Background: an optimization exercise with open tools, aiming at small area, a short achievable clock period and few clock cycles per item. Do not read the settings as production practice. The RTL was checked by simulation tests, not by an equivalence proof against the original design. No activity file was given, so power comes from the tool's default toggle rates.

// cpu_core
module cpu_core (
    input  wire                         clk,
    input  wire                         rstn,
    input  wire                         psel,
    input  wire                         penable,
    input  wire                         pwrite,
    input  wire [12-1:0]   paddr,
    input  wire [32-1:0]         pwdata,
    output logic [32-1:0]        prdata,
    output logic                        pready,
    output logic                        pslverr
);
    logic [32-1:0] rd_sel;
    logic [32-1:0] rd_valid;
    logic [32-1:0]      rd_data;
    logic                      ex_cin;
    logic                      ex_sra;
    logic [7:0]                ex_sel;
    logic [32-1:0]      ex_a;
    logic [32-1:0]      ex_b;
    logic [32-1:0]      ex_y;
    logic                      wr_en;
    logic [5-1:0] wr_idx;
    logic [32-1:0]      wr_data;
    dispatch_unit u_dispatch (.*);
    alu_lane u_alu (
        .cin  (ex_cin),
        .sra  (ex_sra),
        .sel  (ex_sel),
        .a   (ex_a),
        .b   (ex_b),
        .y   (ex_y)
    );
    register_file u_regs (.*);
endmodule
Settings: LEC_CHECK=0, CAP_MARGIN=20, CELL_PAD_IN_SITES_DETAIL_PLACEMENT=1, CELL_PAD_IN_SITES_GLOBAL_PLACEMENT=2, CORE_MARGIN=2, CORE_UTILIZATION=65, CTS_CLUSTER_DIAMETER=50, CTS_CLUSTER_SIZE=25, SLEW_MARGIN=20; clock period 9.0 ns.
standard.sh (not shown) runs the stock make flow with config.mk's settings and CLKGATE_MAP_FILE= SYNTH_SCRIPT=/design/flow/synth_recipe.tcl, a recipe that flattens the netlist after the stock synthesis.
==> flow/flow/run.sh <==
#!/bin/bash
set -euo pipefail
bash standard.sh SETUP_SLACK_MARGIN=6 finish > standard_flow.log 2>&1
The starting point never finished: it broke off in global routing on GRT-0232.
Testbench counts at the start, summed over its fixed seeds: cycles 4,816, instrs 2,400.
Edit:
==> flow/flow/run.sh (replaced) <==
#!/bin/bash
set -euo pipefail
bash standard.sh SETUP_SLACK_MARGIN=6.5 finish > standard_flow.log 2>&1
--- a/flow/config.mk
+++ b/flow/config.mk
@@ -11,3 +11,3 @@
 export CORE_MARGIN = 2
-export CORE_UTILIZATION = 65
+export CORE_UTILIZATION = 55
 export CTS_CLUSTER_DIAMETER = 50
Result:
- Now the flow finished clean
- area after synthesis does not change
- synthesized cell count stays the same
Edit:
==> flow/flow/run.sh (replaced) <==
#!/bin/bash
set -euo pipefail
bash standard.sh SETUP_SLACK_MARGIN=6.2 finish > standard_flow.log 2>&1
--- a/flow/config.mk
+++ b/flow/config.mk
@@ -11,3 +11,3 @@
 export CORE_MARGIN = 2
-export CORE_UTILIZATION = 55
+export CORE_UTILIZATION = 50
 export CTS_CLUSTER_DIAMETER = 50
The changed run completed without violations; critical path depth stays the same; sequential share of layout area is higher by 0.88 points; routed wire length increases by 0.32%; worst hold slack stays flat; synthesized area is unchanged; final cell count goes up by 1.8%; worst setup slack stays flat; via count drops by 2.4%.

run A:
Starting RTL as in the previous note.
==> flow/config.mk <==
export PLATFORM = sky130hd
export DESIGN_NAME = cpu_core
export DESIGN_NICKNAME = cpu_core
export VERILOG_FILES = /design/flow/design.v
export SDC_FILE = /design/flow/constraint.sdc
export NUM_CORES = 4
export LEC_CHECK = 0
export CAP_MARGIN = 20
export CELL_PAD_IN_SITES_DETAIL_PLACEMENT = 1
export CELL_PAD_IN_SITES_GLOBAL_PLACEMENT = 2
export CORE_MARGIN = 2
export CORE_UTILIZATION = 55
export CTS_CLUSTER_DIAMETER = 60
export CTS_CLUSTER_SIZE = 30
export SLEW_MARGIN = 20
==> flow/constraint.sdc <==
create_clock -name core_clock -period 9.0 [get_ports {clk}]
set_input_delay 1.8000 -clock core_clock [delete_from_list [all_inputs] [get_ports {clk}]]
set_output_delay 1.8000 -clock core_clock [all_outputs]
set_load 0.01 [all_outputs]
==> flow/flow/run.sh <==
#!/bin/bash
set -euo pipefail
bash standard.sh SETUP_SLACK_MARGIN=6 finish > standard_flow.log 2>&1
Run A has completed all stages; timing, DRC and antenna checks passed.
Testbench counts of run A, summed over its fixed seeds: cycles 4,816, instrs 2,400.
Input-level comparison between run B and run A:
# run A
export LEC_CHECK = 0
export CAP_MARGIN = 20
export CELL_PAD_IN_SITES_DETAIL_PLACEMENT = 1
export CELL_PAD_IN_SITES_GLOBAL_PLACEMENT = 2
export CORE_MARGIN = 2
export CORE_UTILIZATION = 55
export CTS_CLUSTER_DIAMETER = 60
export CTS_CLUSTER_SIZE = 30
export SLEW_MARGIN = 20
create_clock -name core_clock -period 9.0 [get_ports {clk}]
# run B
export LEC_CHECK = 0
export CAP_MARGIN = 20
export CELL_PAD_IN_SITES_DETAIL_PLACEMENT = 1
export CELL_PAD_IN_SITES_GLOBAL_PLACEMENT = 2
export CORE_MARGIN = 2
export CORE_UTILIZATION = 55
export CTS_CLUSTER_DIAMETER = 50
export CTS_CLUSTER_SIZE = 25
export SLEW_MARGIN = 20
create_clock -name core_clock -period 9.0 [get_ports {clk}]
Findings:
Delta (run B minus run A): share of final layout cell area taken by non-clock buffers was more or less identical, combinational share of power has decreased, final instance area rose 2.0%. Reported for run B and run A, fraction of synthesis flops using an asynchronous set or reset pin turned out identical to the last digit. Compared with run A, the router placed more vias in run B. The time the worst path needs with I/O delays and setup of run B falls short of that of run A by 0.054 ns.
Input changes introduced in run C (baseline for comparison: run B):
==> flow/flow/run.sh <==
#!/bin/bash
set -euo pipefail
bash standard.sh SETUP_SLACK_MARGIN=5.8 finish > standard_flow.log 2>&1
Results
Run C vs run B — tightest hold margin dropped 0.0041 ns.
[compare] base=run B new=run C: fmax saw a decrease, combinational power saw a decrease, post-CTS setup-driven buffer insertion count saw a decrease, logic depth of the worst setup path including buffers saw an increase, iteration count of the initial detailed-routing pass saw a decrease.
Summary: with run B as the reference, count of clock-buffer cells in the layout in run C moved up by a few percent.
Start point of the critical path: u_dispatch.fwd_q$_DFF_P_ -> run C, u_dispatch.ready_q$_DFF_PN0_ -> run B

-- static timing again, ports no longer ideal --
The flow's constraints put no driver on any port. The routed layouts listed below were extracted and timed again, unchanged, in two steps.
Step 1 (the two cells are an assumption about what drives the block):
set clk [get_ports {clk}]
set_driving_cell -lib_cell sky130_fd_sc_hd__clkbuf_16 $clk
set_driving_cell -lib_cell sky130_fd_sc_hd__buf_2 [delete_from_list [all_inputs] $clk]
Step 2 moves the port delays by t, midway between the first and last clock arrival at a register: inputs arrive t later, outputs are due t later. That takes back most of the time a late clock gives input paths.
a / b / c = ideal ports / drivers / drivers and shift; a / b = the first two.
| run | shift t [ns] | setup WS [ns] | clock arrival spread, ns |
|---|---|---|---|
| the second run of note 1 | 0.798 | 5.979 / 5.908 / 5.652 | 0.033 / 0.033 |
| the third run of note 1 | 0.808 | 5.982 / 5.908 / 5.463 | 0.086 / 0.087 |
| run A | 0.750 | 5.947 / 5.934 / 5.421 | 0.037 / 0.037 |
| run B | 0.777 | 6.001 / 5.928 / 5.390 | 0.042 / 0.042 |
| run C | 0.778 | 5.767 / 5.767 / 5.246 | 0.040 / 0.041 |
After both steps setup and hold are still met in every run listed. For run B, which loses most, drivers alone change the setup slack by -0.073 ns; drivers and shift together by -0.611 ns.
